This is an optimization exercise on Yosys and OpenROAD, whose aim is small area, a short achievable clock period and few clock cycles per item, not a production implementation.
Only simulation tests tie the RTL to the original design; equivalence was not proved.
Power figures rest on the tool's default switching activity, not on a simulated workload.

### flow/constraint.sdc
create_clock -name core_clock -period 11.0 [get_ports {clk}]
set_input_delay 2.2000 -clock core_clock [delete_from_list [all_inputs] [get_ports {clk}]]
set_output_delay 2.2000 -clock core_clock [all_outputs]
set_load 0.01 [all_outputs]
### flow/design.v
package md5_pkg;
  typedef struct packed {
    logic [31:0] data_word;
    logic [2:0]  valid_bytes;
    logic        last_word;
  } md5_in_t;
  typedef struct packed {
    logic [31:0] digest_word;
    logic [1:0]  word_index;
    logic        digest_last;
  } md5_out_t;
  localparam logic [127:0] MD5_IV = {
    32'h10325476, 32'h98badcfe, 32'hefcdab89, 32'h67452301
  };
endpackage
module md5_front (
  input  logic                clk,
  input  logic                rst_n,
  input  md5_pkg::md5_in_t    in_data,
  input  logic                in_push,
  output logic                in_full,
  output logic                wvalid_o,
  output logic [31:0]         wdata_o,
  output logic                wend_o,
  input  logic                wready_i,
  input  logic [3:0]          wptr_i
);
  localparam logic [1:0] P_DATA = 2'd0;
  localparam logic [1:0] P_PADW = 2'd1;
  localparam logic [1:0] P_ZERO = 2'd2;
  localparam logic [1:0] P_LEN1 = 2'd3;
  logic        ir_v;
  logic [31:0] ir_word;
  logic [2:0]  ir_vb;
  logic        ir_last;
  logic [1:0]  pst_r, pst_nxt;
  logic [1:0]  lc_r, lc_nxt;
  logic [23:0] lo_r, lo_nxt;
  logic [60:0] blen_r, blen_nxt;
  logic [2:0]  nb;
  logic [2:0]  tot;
  logic [23:0] lo_m;
  logic [39:0] ext;
  logic [63:0] comb;
  logic        take;
  logic        consume;
  assign nb  = ir_vb[2] ? 3'd4 : ir_vb;
  assign tot = {1'b0, lc_r} + nb;
  always_comb begin
    case (lc_r)
      2'd0:    lo_m = 24'h0;
      2'd1:    lo_m = {16'h0, lo_r[7:0]};
      2'd2:    lo_m = {8'h0, lo_r[15:0]};
      default: lo_m = lo_r;
    endcase
    case (nb)
      3'd0:    ext = {32'h0, 8'h80};
      3'd1:    ext = {24'h0, 8'h80, ir_word[7:0]};
      3'd2:    ext = {16'h0, 8'h80, ir_word[15:0]};
      3'd3:    ext = {8'h0, 8'h80, ir_word[23:0]};
      default: ext = {8'h80, ir_word};
    endcase
    if (!(ir_last && !tot[2])) begin
      ext[{nb, 3'b000} +: 8] = 8'h00;
    end
    case (lc_r)
      2'd0:    comb = {24'h0, ext};
      2'd1:    comb = {16'h0, ext, 8'h0} | {40'h0, lo_m};
      2'd2:    comb = {8'h0, ext, 16'h0} | {40'h0, lo_m};
      default: comb = {ext, 24'h0} | {40'h0, lo_m};
    endcase
  end
  always_comb begin
    pst_nxt  = pst_r;
    lc_nxt   = lc_r;
    lo_nxt   = lo_r;
    blen_nxt = blen_r;
    wvalid_o = 1'b0;
    wdata_o  = comb[31:0];
    wend_o   = 1'b0;
    consume  = 1'b0;
    case (pst_r)
      P_DATA: begin
        if (ir_v) begin
          wvalid_o = tot[2] | ir_last;
          consume  = wready_i | !(tot[2] | ir_last);
          if (consume) begin
            blen_nxt = blen_r + {58'h0, nb};
            if (tot[2]) begin
              lc_nxt = tot[1:0];
              lo_nxt = comb[55:32];
            end else begin
              lc_nxt = tot[1:0];
              lo_nxt = comb[23:0];
            end
            if (ir_last) begin
              pst_nxt = tot[2] ? P_PADW : P_ZERO;
            end
          end
        end
      end
      P_PADW: begin
        wvalid_o = 1'b1;
        wdata_o  = {8'h0, lo_m} | ({24'h0, 8'h80} << {lc_r, 3'b000});
        if (wready_i) begin
          pst_nxt = P_ZERO;
          lc_nxt  = 2'd0;
        end
      end
      P_ZERO: begin
        wvalid_o = 1'b1;
        wdata_o  = (wptr_i == 4'd14) ? {blen_r[28:0], 3'b000} : 32'h0;
        if (wready_i) begin
          lc_nxt = 2'd0;
          if (wptr_i == 4'd14) begin
            pst_nxt = P_LEN1;
          end
        end
      end
      default: begin
        wvalid_o = 1'b1;
        wdata_o  = blen_r[60:29];
        wend_o   = 1'b1;
        if (wready_i) begin
          pst_nxt  = P_DATA;
          blen_nxt = 61'h0;
        end
      end
    endcase
  end
  assign in_full = ir_v && !consume;
  assign take    = in_push && !in_full;
  always_ff @(posedge clk) begin
    if (!rst_n) begin
      ir_v   <= 1'b0;
      pst_r  <= P_DATA;
      lc_r   <= 2'd0;
      blen_r <= 61'h0;
    end else begin
      ir_v   <= take | (ir_v & !consume);
      pst_r  <= pst_nxt;
      lc_r   <= lc_nxt;
      blen_r <= blen_nxt;
    end
  end
  always_ff @(posedge clk) begin
    lo_r <= lo_nxt;
    if (take) begin
      ir_word <= in_data.data_word;
      ir_vb   <= in_data.valid_bytes;
      ir_last <= in_data.last_word;
    end
  end
endmodule
module md5_core (
  input  logic                clk,
  input  logic                rst_n,
  input  logic                wvalid_i,
  input  logic [31:0]         wdata_i,
  input  logic                wend_i,
  output logic                wready_o,
  output logic [3:0]          wptr_o,
  output md5_pkg::md5_out_t   out_data,
  output logic                out_empty,
  input  logic                out_pop
);
  localparam logic [1:0] C_IDLE  = 2'd0;
  localparam logic [1:0] C_START = 2'd1;
  localparam logic [1:0] C_COMP  = 2'd2;
  localparam logic [1:0] C_ADD   = 2'd3;
  logic [31:0] buf_r [16];
  logic [3:0]  wptr_r;
  logic        wpar_r;
  logic        rdy_r;
  logic        rdy_last_r;
  logic [3:0]  wslot;
  logic        wr;
  logic [1:0]  st_r, st_nxt;
  logic [5:0]  step_r;
  logic        rpar_r;
  logic        cur_last_r;
  logic [31:0] a_r, b_r, c_r, d_r;
  logic [31:0] xr_r;
  logic [3:0][31:0] chain_r;
  logic        ovld_r;
  logic [1:0]  oidx_r;
  logic [5:0]  nstep;
  logic [3:0]  midx;
  logic [3:0]  rslot;
  logic [31:0] kc;
  logic [31:0] f;
  logic [31:0] t;
  logic [4:0]  rot_s;
  logic [63:0] rot_dbl;
  logic [31:0] b_step;
  logic [31:0] sum0, sum1, sum2, sum3;
  logic        start;
  logic        add_go;
  assign wptr_o   = wptr_r;
  assign wready_o = !rdy_r &&
                    ((st_r == C_IDLE) || (st_r == C_ADD) ||
                     ((st_r == C_COMP) && ({1'b0, step_r} >= (7'd47 + {3'b000, wptr_r}))));
  assign wr    = wvalid_i && wready_o;
  assign wslot = wpar_r ? (wptr_r * 4'd7) : wptr_r;
  always_ff @(posedge clk) begin
    if (wr) begin
      buf_r[wslot] <= wdata_i;
    end
  end
  always_comb begin
    case (step_r[5:4])
      2'd0:    f = (b_r & c_r) | (~b_r & d_r);
      2'd1:    f = (b_r & d_r) | (c_r & ~d_r);
      2'd2:    f = b_r ^ c_r ^ d_r;
      default: f = c_r ^ (b_r | ~d_r);
    endcase
    t = f + xr_r;
  end
  always_comb begin
    case ({step_r[5:4], step_r[1:0]})
      4'd0:  rot_s = 5'd7;
      4'd1:  rot_s = 5'd12;
      4'd2:  rot_s = 5'd17;
      4'd3:  rot_s = 5'd22;
      4'd4:  rot_s = 5'd5;
      4'd5:  rot_s = 5'd9;
      4'd6:  rot_s = 5'd14;
      4'd7:  rot_s = 5'd20;
      4'd8:  rot_s = 5'd4;
      4'd9:  rot_s = 5'd11;
      4'd10: rot_s = 5'd16;
      4'd11: rot_s = 5'd23;
      4'd12: rot_s = 5'd6;
      4'd13: rot_s = 5'd10;
      4'd14: rot_s = 5'd15;
      default: rot_s = 5'd21;
    endcase
    rot_dbl = {t, t} << rot_s;
  end
  assign b_step = b_r + rot_dbl[63:32];
  assign nstep = (st_r == C_COMP) ? step_r + 6'd1 : 6'd0;
  always_comb begin
    case (nstep[5:4])
      2'd0:    midx = nstep[3:0];
      2'd1:    midx = nstep[3:0] * 4'd5 + 4'd1;
      2'd2:    midx = nstep[3:0] * 4'd3 + 4'd5;
      default: midx = nstep[3:0] * 4'd7;
    endcase
    rslot = rpar_r ? (midx * 4'd7) : midx;
  end
  always_comb begin
    case (nstep)
      6'd0: kc = 32'hd76aa478;
      6'd1: kc = 32'he8c7b756;
      6'd2: kc = 32'h242070db;
      6'd3: kc = 32'hc1bdceee;
      6'd4: kc = 32'hf57c0faf;
      6'd5: kc = 32'h4787c62a;
      6'd6: kc = 32'ha8304613;
      6'd7: kc = 32'hfd469501;
      6'd8: kc = 32'h698098d8;
      6'd9: kc = 32'h8b44f7af;
      6'd10: kc = 32'hffff5bb1;
      6'd11: kc = 32'h895cd7be;
      6'd12: kc = 32'h6b901122;
      6'd13: kc = 32'hfd987193;
      6'd14: kc = 32'ha679438e;
      6'd15: kc = 32'h49b40821;
      6'd16: kc = 32'hf61e2562;
      6'd17: kc = 32'hc040b340;
      6'd18: kc = 32'h265e5a51;
      6'd19: kc = 32'he9b6c7aa;
      6'd20: kc = 32'hd62f105d;
      6'd21: kc = 32'h02441453;
      6'd22: kc = 32'hd8a1e681;
      6'd23: kc = 32'he7d3fbc8;
      6'd24: kc = 32'h21e1cde6;
      6'd25: kc = 32'hc33707d6;
      6'd26: kc = 32'hf4d50d87;
      6'd27: kc = 32'h455a14ed;
      6'd28: kc = 32'ha9e3e905;
      6'd29: kc = 32'hfcefa3f8;
      6'd30: kc = 32'h676f02d9;
      6'd31: kc = 32'h8d2a4c8a;
      6'd32: kc = 32'hfffa3942;
      6'd33: kc = 32'h8771f681;
      6'd34: kc = 32'h6d9d6122;
      6'd35: kc = 32'hfde5380c;
      6'd36: kc = 32'ha4beea44;
      6'd37: kc = 32'h4bdecfa9;
      6'd38: kc = 32'hf6bb4b60;
      6'd39: kc = 32'hbebfbc70;
      6'd40: kc = 32'h289b7ec6;
      6'd41: kc = 32'heaa127fa;
      6'd42: kc = 32'hd4ef3085;
      6'd43: kc = 32'h04881d05;
      6'd44: kc = 32'hd9d4d039;
      6'd45: kc = 32'he6db99e5;
      6'd46: kc = 32'h1fa27cf8;
      6'd47: kc = 32'hc4ac5665;
      6'd48: kc = 32'hf4292244;
      6'd49: kc = 32'h432aff97;
      6'd50: kc = 32'hab9423a7;
      6'd51: kc = 32'hfc93a039;
      6'd52: kc = 32'h655b59c3;
      6'd53: kc = 32'h8f0ccc92;
      6'd54: kc = 32'hffeff47d;
      6'd55: kc = 32'h85845dd1;
      6'd56: kc = 32'h6fa87e4f;
      6'd57: kc = 32'hfe2ce6e0;
      6'd58: kc = 32'ha3014314;
      6'd59: kc = 32'h4e0811a1;
      6'd60: kc = 32'hf7537e82;
      6'd61: kc = 32'hbd3af235;
      6'd62: kc = 32'h2ad7d2bb;
      default: kc = 32'heb86d391;
    endcase
  end
  assign sum0 = chain_r[0] + a_r;
  assign sum1 = chain_r[1] + b_r;
  assign sum2 = chain_r[2] + c_r;
  assign sum3 = chain_r[3] + d_r;
  assign add_go = (st_r == C_ADD) && !ovld_r;
  assign start  = rdy_r && ((st_r == C_IDLE) || add_go);
  always_comb begin
    st_nxt = st_r;
    case (st_r)
      C_IDLE:  if (start) st_nxt = C_START;
      C_START: st_nxt = C_COMP;
      C_COMP:  if (&step_r) st_nxt = C_ADD;
      default: if (add_go) st_nxt = start ? C_START : C_IDLE;
    endcase
  end
  always_ff @(posedge clk) begin
    if (!rst_n) begin
      wptr_r     <= 4'd0;
      wpar_r     <= 1'b0;
      rdy_r      <= 1'b0;
      st_r       <= C_IDLE;
      ovld_r     <= 1'b0;
      oidx_r     <= 2'd0;
      chain_r    <= md5_pkg::MD5_IV;
      a_r        <= md5_pkg::MD5_IV[31:0];
      b_r        <= md5_pkg::MD5_IV[63:32];
      c_r        <= md5_pkg::MD5_IV[95:64];
      d_r        <= md5_pkg::MD5_IV[127:96];
    end else begin
      st_r <= st_nxt;
      if (wr) begin
        wptr_r <= wptr_r + 4'd1;
        if (&wptr_r) begin
          rdy_r      <= 1'b1;
          rdy_last_r <= wend_i;
          wpar_r     <= !wpar_r;
        end
      end
      if (start) begin
        rdy_r      <= 1'b0;
        rpar_r     <= !wpar_r;
        cur_last_r <= rdy_last_r;
      end
      if (st_r == C_COMP) begin
        a_r <= d_r;
        b_r <= b_step;
        c_r <= b_r;
        d_r <= c_r;
      end
      if (add_go) begin
        chain_r <= {sum3, sum2, sum1, sum0};
        ovld_r  <= cur_last_r;
        oidx_r  <= 2'd0;
        if (cur_last_r) begin
          a_r <= md5_pkg::MD5_IV[31:0];
          b_r <= md5_pkg::MD5_IV[63:32];
          c_r <= md5_pkg::MD5_IV[95:64];
          d_r <= md5_pkg::MD5_IV[127:96];
        end else begin
          a_r <= sum0;
          b_r <= sum1;
          c_r <= sum2;
          d_r <= sum3;
        end
      end
      if (ovld_r && out_pop) begin
        oidx_r <= oidx_r + 2'd1;
        if (&oidx_r) begin
          ovld_r  <= 1'b0;
          chain_r <= md5_pkg::MD5_IV;
        end
      end
    end
  end
  always_ff @(posedge clk) begin
    step_r <= (st_r == C_COMP) ? step_r + 6'd1 : 6'd0;
    xr_r   <= ((st_r == C_COMP) ? d_r : a_r) + kc + buf_r[rslot];
  end
  assign out_empty            = !ovld_r;
  assign out_data.digest_word = chain_r[oidx_r];
  assign out_data.word_index  = oidx_r;
  assign out_data.digest_last = &oidx_r;
endmodule
module md5_hash_engine_top (
  input  logic                clk,
  input  logic                rst_n,
  input  md5_pkg::md5_in_t    in_data,
  input  logic                in_push,
  output logic                in_full,
  output md5_pkg::md5_out_t   out_data,
  output logic                out_empty,
  input  logic                out_pop
);
  logic        wvalid;
  logic        wready;
  logic [31:0] wdata;
  logic        wend;
  logic [3:0]  wptr;
  md5_front u_front (
    .clk     (clk),
    .rst_n   (rst_n),
    .in_data (in_data),
    .in_push (in_push),
    .in_full (in_full),
    .wvalid_o(wvalid),
    .wdata_o (wdata),
    .wend_o  (wend),
    .wready_i(wready),
    .wptr_i  (wptr)
  );
  md5_core u_core (
    .clk       (clk),
    .rst_n     (rst_n),
    .wvalid_i  (wvalid),
    .wdata_i   (wdata),
    .wend_i    (wend),
    .wready_o  (wready),
    .wptr_o    (wptr),
    .out_data  (out_data),
    .out_empty (out_empty),
    .out_pop   (out_pop)
  );
endmodule
### flow/run.sh
#!/bin/bash
# synth_recipe.tcl (not shown) runs the flow's synth.tcl, then flattens the netlist and writes it again
# the make line also repeats each setting of config.mk as NAME=value (left out here)
make -C /OpenROAD-flow-scripts/flow DESIGN_CONFIG=/design/flow/config.mk WORK_HOME=/design/flow/orfs CLKGATE_MAP_FILE= SYNTH_SCRIPT=/design/flow/synth_recipe.tcl finish
### flow/config.mk
export PLATFORM = sky130hd
export DESIGN_NAME = md5_hash_engine_top
export DESIGN_NICKNAME = md5_hash_engine_top
export VERILOG_FILES = /design/flow/design.v
export SDC_FILE = /design/flow/constraint.sdc
export NUM_CORES = 4
export LEC_CHECK = 0
export CAP_MARGIN = 20
export CORE_MARGIN = 2
export CORE_UTILIZATION = 40
export SLEW_MARGIN = 20
==> metrics.md <==
| Metric | Value |
|---|---|
| Outcome | `complete, no violations` |
| CTS resizes | `0` |
| Synth Flop Type | `edfxtp_1` |
| Syn nets | `6007` |
| Final min period | `9270 ps` |
| Setup TNS | `0 ps` |
| Global-route wire length before repair | `280 mm` |
| Worst setup margin | `1730 ps` |
| FP Rows | `139` |
| Unique masters post-synth | `101` |
| Post-CTS Setup Inserts | `0` |
| Critical path class | `flip-flop to flip-flop` |
| Core ar. | `0.143 mm²` |
| FF-to-FF Start | `u_core.step_r[0]$_DFF_P_` |
| Final Setup Violations | `0` |
| CP startpoint kind | `flip-flop` |
| Crit path largest cell delay | `640 ps` |
| MaxCap Viol Count | `0` |
| Worst Path Required | `11590 ps` |
| Simple-gate portion of the synthesized area | `12.3%` |
| DRT iter0 DRCs | `4643` |
| Longest Clk Path Bufs | `3` |
| Unrepaired setup endpoints after global routing | `false` |
| Dpl ws | `1910 ps` |
| Fillers | `13400` |
| Post-synthesis mux area share | `11.8%` |
| DIE WIDTH | `384 µm` |
| IO Port Bufs | `76` |
| Diode count | `0` |
| Overflow after GRT | `0` |
| Most common cell after layout, fill and taps aside | `nand2_1` |
| Hold Path Depth | `0` |
| Final wirelength | `187 mm` |
| Critical path origin | `u_core.step_r[0]$_DFF_P_` |
| Synth top area cells | `edfxtp_1, dfxtp_1, mux4_2, ha_1, a21oi_1` |
| Die height | `384 µm` |
| NumNets Final | `5989` |
| Routed Antenna Nets | `0` |
| Number of global-route vias before repair | `43500` |
| Clock skew | `80.0 ps` |
| Num ports | `77` |
| Yosys top cell area share | `29.9%` |
| Final max-slew violation count | `0` |
| HP Class | `flip-flop to flip-flop` |
| Peak supply drop | `0.000170 V` |
| Dominant cell type by area after synthesis | `edfxtp_1` |
| Synth Area in Adders | `7.97%` |
| First-pass iteration count of the detailed router | `6` |
| Ys Warns | `2` |
| Root Driver | `clkbuf_16` |
| Die area | `0.148 mm²` |
| Vias/cell | `6.01` |
| Complex-gate fraction of the synthesized area | `17.1%` |
| R2R setup slack | `1730 ps` |
| Fin cells | `7598` |
| Worst-case reg-to-reg path depth | `31` |
| Worst Hold Launch | `u_core.rdy_last_r$_DFFE_PP_` |
| Remaining routing DRC violations | `0` |
| Cells after synthesis | `5627` |
| Routed WL per cell | `24.7 µm` |
| GPL Wtd Cong | `0.949` |
| Syn-to-layout area delta | `11.4%` |
| Layout cell share with drive strength beyond 1 | `11.1%` |
| Initial Util | `40.3%` |
| Largest family of logic cells by synthesized area | `compound AO/OA/AOI/OAI gates` |
| Vias | `45700` |
| Mapped cell area | `0.0578 mm²` |
| All-Layer GR Usage | `24.9%` |
| Flops & latches, synth | `951` |
| Initial antenna violation count | `1` |
| Syn avg cell area | `10.3 µm²` |
| H-tree Lvls | `3` |
| Period utilisation layout | `84.3%` |
| Worst-Margin Slew | `1160 ps` |
| Dpl cells | `7410` |
| Post-Synth XOR/XNOR Area | `4.43%` |
| CTS tree | `built` |
| HPWL Detailed | `131 mm` |
| Reg clk slew, reported paths | `70 ps` |
| Final hold viol count | `0` |
| CP endpoint kind | `flip-flop` |
| CTS Buf Count | `100` |
| Pin count of the biggest net entering global routing | `122` |
| Hold-fix buffers at CTS | `0` |
| Post-synth ARST share | `0%` |
| CP Max Fanout | `24` |
| # clock sinks | `951` |
| Most frequent cells in the layout | `nand2_1, edfxtp_1, a21oi_1, nor2_1, dfxtp_1` |
| Fmax achieved | `108 MHz` |
| Skew-Pair Late Insertion Delay | `770 ps` |
| Power per cell area | `217 mW/mm²` |
| Data arrival time of the critical path | `9860 ps` |
| Worst path slowest cell | `dfxtp_1` |
| Post-synth EDFFs | `575` |
| Post-synthesis sequential area ratio | `42.9%` |
| Rel. slew slack | `22.9%` |
| Leakage | `23.1 nW` |
==> cell usage after synthesis (all sizes together), types with 28 or more instances <==
library cell and n:
clkbuf 228, a21oi 504, a21o 104, and3 46, nand3 104, dfxtp 376, a31oi 68, inv 214
nand2 583, a211oi 71, nor3 100, o22ai 42, mux4 215, a22oi 40, nor2 390, nor2b 69
xnor2 219, nand4 28, o211ai 64, xor2 68, buf 74, o21ai 368, nand2b 63, ha 293
o21a 37, edfxtp 575, mux2i 147, fa 47, mux2 47, or3 44
==> registers in the layout (all words and copies together) (netlist names), 3 cells and up <==
register and flops:
u_core.a_r 32, u_core.b_r 32, u_core.buf_r 512, u_core.c_r 32, u_core.chain_r 128, u_core.d_r 32
u_core.rot_s 5, u_core.step_r 6, u_core.wptr_r 4, u_core.xr_r 32, u_front.blen_r 61, u_front.ir_vb 3
u_front.ir_word 32, u_front.lo_r 24
==> per-layer routing <==
metal | wire, µm | part of all wire [%] | track usage (%)
met2 | 90700 | 48 | 41.8
met3 | 11400 | 6.1 | 3.08
met4 | 6190 | 3.3 | 8.14
met5 | 13 | 0.0069 | 0
met1 | 79100 | 42 | 33.2
==> metrics by stage <==
step / utilization (%) / power [W] / instance area [µm²] / hold WS (ps)
final: 44.9 / 0.0140 / 64400 / 431
after global routing: 44.9 / 0.0148 / 64400 / 438
after floorplan: - / 0.00871 / 57800 / 400
after CTS: 44.8 / 0.0140 / 64300 / 434
after detailed placement: 42.4 / 0.0104 / 60900 / 407
after global placement: 42.4 / 0.0104 / 60900 / 404
==> kinds of logic (layout without fill, tap and decap cells) <==
kind of cell / count (synthesis) / after routing
simple gates: 1551 / 1551
xor+xnor: 289 / 289
buf+inv: 520 / 588
flops: 951 / 951
fa+ha+maj: 340 / 340
mux: 409 / 409
compound gates: 1567 / 1567
==> worst max-delay path, delay by kind of cell, from the launching register on <==
family,cells,cell delay [ps]
adders and majority gates,7,2710
AOI/OAI and AO/OA,8,2540
and+or+nand+nor,5,1040
buffers and inverters,6,900
xor gates and xnor gates,4,880
DFF,1,640
muxes,1,360
==> layout make-up <==
cell class              instances  area (µm²)  area share, %
well taps                    1903        2380           3.70
flip-flops and latches        951       24800           38.5
repair buffers                182        1600           2.49
clock inverters                47         646           1.00
inverters                     218         818           1.27
clock buffers                 141        2800           4.34
multi-input cells            4156       31300           48.7
==> path summary, 6_finish.rpt <==
kind / endpoint
setup / recovery: u_core.xr_r[28]$_DFF_P_
hold / removal: u_core.cur_last_r$_DFFE_PP_
setup reg to reg: u_core.xr_r[28]$_DFF_P_
hold reg to reg: u_core.cur_last_r$_DFFE_PP_
==> power breakdown <==
group          leakage (nW)  internal (W)  switching [W]
Clock                  1.66       0.00201        0.00153
Combinational          13.1       0.00228        0.00365
Sequential             8.36       0.00440       0.000132
Testbench counts, summed over its fixed seeds: cycles 55,910, bytes 43,719.

-- static timing again, ports no longer ideal --
How much do the figures lean on ideal ports? The routed layout below was timed once more, with nothing changed but the port constraints.
Step 1: set_driving_cell puts a clkbuf_16 on clk and a buf_2 on each other input, an assumption about the parent block.
Step 2 moves the port delays by t, midway between the first and last clock arrival at a register: inputs arrive t later, outputs are due t later. That takes back most of the time a late clock gives input paths.
Three values: no drivers, after step 1, after step 2; two values: the first two.
shift t [ns]: 0.813
setup slack, ns: 1.732 / 1.732 / 1.732
worst register clock-pin slew, ns: 0.07 / 0.07
After both steps setup and hold are still met in this run. For this run, drivers alone change the setup slack by 0.000 ns; drivers and shift together by 0.000 ns.
